Context: an optimization exercise on an open-source flow, tuned for small area, a short achievable clock period and few clock cycles per item. The choices shown serve that exercise and are no tape-out recipe.
Only simulation tests tie the RTL to the original design; equivalence was not proved.
No activity file was given, so power comes from the tool's default toggle rates.

main:
## noise_estimation_top
module noise_estimation_top (
	input  logic        clk,
	input  logic        rst_n,
	input  logic        start_of_frame,
	input  logic [2:0]  blocks_log2,
	input  logic        sample_valid,
	input  logic [7:0]  sample_data,
	output logic        sample_ready,
	output logic        block_stat_valid,
	output logic [27:0] block_stat,    
	output logic        noise_valid,
	output logic [20:0] noise_result   
);
==> flow/config.mk <==
export PLATFORM = sky130hd
export DESIGN_NAME = noise_estimation_top
export DESIGN_NICKNAME = noise_estimation_top
export VERILOG_FILES = /design/flow/design.v
export SDC_FILE = /design/flow/constraint.sdc
export NUM_CORES = 4
export LEC_CHECK = 0
export CAP_MARGIN = 20
export CORE_MARGIN = 2
export CORE_UTILIZATION = 60
export CTS_BUF_LIST = sky130_fd_sc_hd__clkbuf_4 sky130_fd_sc_hd__clkbuf_8
export SETUP_SLACK_MARGIN = 5.0
export SLEW_MARGIN = 20
==> flow/constraint.sdc <==
create_clock -name core_clock -period 8.0 [get_ports {clk}]
set_input_delay 1.6000 -clock core_clock [delete_from_list [all_inputs] [get_ports {clk}]]
set_output_delay 1.6000 -clock core_clock [all_outputs]
set_load 0.01 [all_outputs]
run.sh (not shown) runs the stock make flow with config.mk's settings and CLKGATE_MAP_FILE= SYNTH_SCRIPT=/design/flow/synth_recipe.tcl, a recipe that flattens the netlist after the stock synthesis.
main: no failed stages, no open violations at the end
Testbench counts of main, summed over its fixed seeds: cycles 38,525, samples 36,864.
For the feature branch, these inputs were changed with respect to main:
- SETUP_SLACK_MARGIN: 5.0 -> unset
### Flow results
A critical path class of flop to flop is what the feature branch shows, while flop to primary output belongs to main.
Any difference in number of cells traversed by the worst hold path between the feature branch and main is small enough to ignore.
In terms of power share of the clock group, the feature branch and main differ only marginally.
Power in the clock group: the feature branch vs main, no meaningful difference
Buffer share of cell area: the feature branch < main
Proportion of synthesized flip-flops having asynchronous set or reset came out exactly the same in the feature branch and main.

---

Another version of the RTL of noise_estimation_top (not shown whole).
For scale: ~700 cells after synthesis, about 67 I/O pins.
==> flow/config.mk <==
export PLATFORM = sky130hd
export DESIGN_NAME = noise_estimation_top
export DESIGN_NICKNAME = noise_estimation_top
export VERILOG_FILES = /design/flow/design.v
export SDC_FILE = /design/flow/constraint.sdc
export NUM_CORES = 4
export LEC_CHECK = 0
export CAP_MARGIN = 20
export CORE_MARGIN = 2
export CORE_UTILIZATION = 60
export CTS_BUF_LIST = sky130_fd_sc_hd__clkbuf_4 sky130_fd_sc_hd__clkbuf_8
export SLEW_MARGIN = 20
==> flow/constraint.sdc <==
create_clock -name core_clock -period 8.0 [get_ports {clk}]
set_input_delay 1.6000 -clock core_clock [delete_from_list [all_inputs] [get_ports {clk}]]
set_output_delay 1.6000 -clock core_clock [all_outputs]
set_load 0.01 [all_outputs]
standard.sh (not shown) runs the stock make flow with config.mk's settings and CLKGATE_MAP_FILE= SYNTH_SCRIPT=/design/flow/synth_recipe.tcl, a recipe that flattens the netlist after the stock synthesis.
==> flow/flow/run.sh <==
#!/bin/bash
# The standard layout (standard.sh: the ORFS flow and synthesis, unchanged) with three
# settings the flow's own config cannot express:
#  - ports buffered with a plain buffer instead of the slow delay cell buffer_ports picks;
#  - clock tree built without dummy loads, from a strong root buffer;
set -euo pipefail
export BUFFER_PORTS_ARGS="-buffer_cell sky130_fd_sc_hd__buf_1"
export CTS_ARGS="-sink_clustering_enable -repair_clock_nets -dont_use_dummy_load -root_buf sky130_fd_sc_hd__clkbuf_16 -buf_list {sky130_fd_sc_hd__clkbuf_8}"
export SETUP_SLACK_MARGIN=5.4
bash standard.sh > standard.log 2>&1
Testbench counts at the start, summed over its fixed seeds: cycles 38,461, samples 36,864.
Change:
==> flow/flow/run.sh (replaced) <==
#!/bin/bash
# The standard layout (standard.sh: the ORFS flow and synthesis, unchanged) with three
# settings the flow's own config cannot express:
#  - ports buffered with a plain buffer instead of the slow delay cell buffer_ports picks;
#  - clock tree built without dummy loads;
set -euo pipefail
export BUFFER_PORTS_ARGS="-buffer_cell sky130_fd_sc_hd__buf_1"
export CTS_ARGS="-sink_clustering_enable -repair_clock_nets -dont_use_dummy_load -buf_list {sky130_fd_sc_hd__clkbuf_4 sky130_fd_sc_hd__clkbuf_8}"
export SETUP_SLACK_MARGIN=5.3
bash standard.sh > standard.log 2>&1
Maximum frequency goes down by a few percent.
Sequential cell count is unchanged.
First-iteration DRC count went up slightly.
Area after synthesis does not change.
Sequential share of layout area grows by 0.35 points.
Final cell count decreases slightly.
Count of clock-buffer cells in the layout does not change.
Power falls slightly.
Via count decreases slightly.

---

noise_estimation_top, a different RTL version from the one above (not shown whole).
Size: roughly 670 cells after synthesis, roughly 180 flip-flops, ~67 I/O pins, roughly 0.0079 mm^2 of cells after synthesis.
export LEC_CHECK = 0
export CAP_MARGIN = 20
export CORE_MARGIN = 2
export CORE_UTILIZATION = 60
export CTS_BUF_LIST = sky130_fd_sc_hd__clkbuf_4 sky130_fd_sc_hd__clkbuf_8
export SLEW_MARGIN = 20
create_clock -name core_clock -period 8.0 [get_ports {clk}]
==> flow/flow/run.sh <==
#!/bin/bash
# The standard layout (standard.sh: the ORFS flow and synthesis, unchanged) with three
# settings the flow's own config cannot express:
#  - ports buffered with a plain buffer instead of the slow delay cell buffer_ports picks;
#  - clock tree built without dummy loads, from a strong root buffer;
set -euo pipefail
export BUFFER_PORTS_ARGS="-buffer_cell sky130_fd_sc_hd__buf_2"
export CTS_ARGS="-sink_clustering_enable -repair_clock_nets -dont_use_dummy_load -root_buf sky130_fd_sc_hd__clkbuf_16 -buf_list {sky130_fd_sc_hd__clkbuf_8}"
export SETUP_SLACK_MARGIN=5.3
bash standard.sh > standard.log 2>&1
Testbench counts at the start, summed over its fixed seeds: cycles 38,461, samples 36,864.
Edit:
--- a/flow/flow/run.sh
+++ b/flow/flow/run.sh
@@ -5,5 +5,5 @@
 #  - clock tree built without dummy loads, from a strong root buffer;
 set -euo pipefail
-export BUFFER_PORTS_ARGS="-buffer_cell sky130_fd_sc_hd__buf_2"
+export BUFFER_PORTS_ARGS="-buffer_cell sky130_fd_sc_hd__buf_1"
 export CTS_ARGS="-sink_clustering_enable -repair_clock_nets -dont_use_dummy_load -root_buf sky130_fd_sc_hd__clkbuf_16 -buf_list {sky130_fd_sc_hd__clkbuf_8}"
 export SETUP_SLACK_MARGIN=5.3
Wire length goes down by 0.42%. Die area does not change. Sequential power hardly moves. Worst setup slack gets better by 0.0051 ns. Via count shrinks by 1.1%. Clock power went up by about 1%. Cell area shrinks by 0.94%. Global-route usage increases by 0.15 points. Power is lower by 0.35%. Critical path depth does not change. Core utilization decreases by 0.62 points.

## afterwards: timing with drivers on the ports
How much do the figures lean on ideal ports? The routed layouts below were timed once more, with nothing changed but the port constraints.
Step 1, drivers: a clkbuf_16 drives clk and a buf_2 each remaining input, both assumed.
Step 2 also shifts input and output timing later by t, the mid clock arrival at the registers, as if the neighbouring blocks saw the same clock.
Slacks: no drivers / after step 1 / after step 2; pairs: no drivers / after step 1.
| run | t, ns | setup WS [ns] | slew at the worst register clock pin (ns) | pins driven straight from the clock port |
|---|---|---|---|---|
| main | 0.490 | 5.063 / 5.026 / 5.160 | 0.10 / 0.10 | 1 |
| the feature branch | 0.495 | 4.505 / 4.505 / 4.505 | 0.10 / 0.10 | 1 |
| the first run of note 2 | 0.409 | 5.430 / 5.388 / 5.526 | 0.09 / 0.09 | 1 |
| the second run of note 2 | 0.477 | 5.360 / 5.323 / 5.442 | 0.09 / 0.09 | 1 |
| the first run of note 3 | 0.405 | 5.398 / 5.356 / 5.500 | 0.08 / 0.08 | 1 |
| the second run of note 3 | 0.404 | 5.403 / 5.361 / 5.495 | 0.08 / 0.08 | 1 |
After both steps every run listed still meets setup and hold.
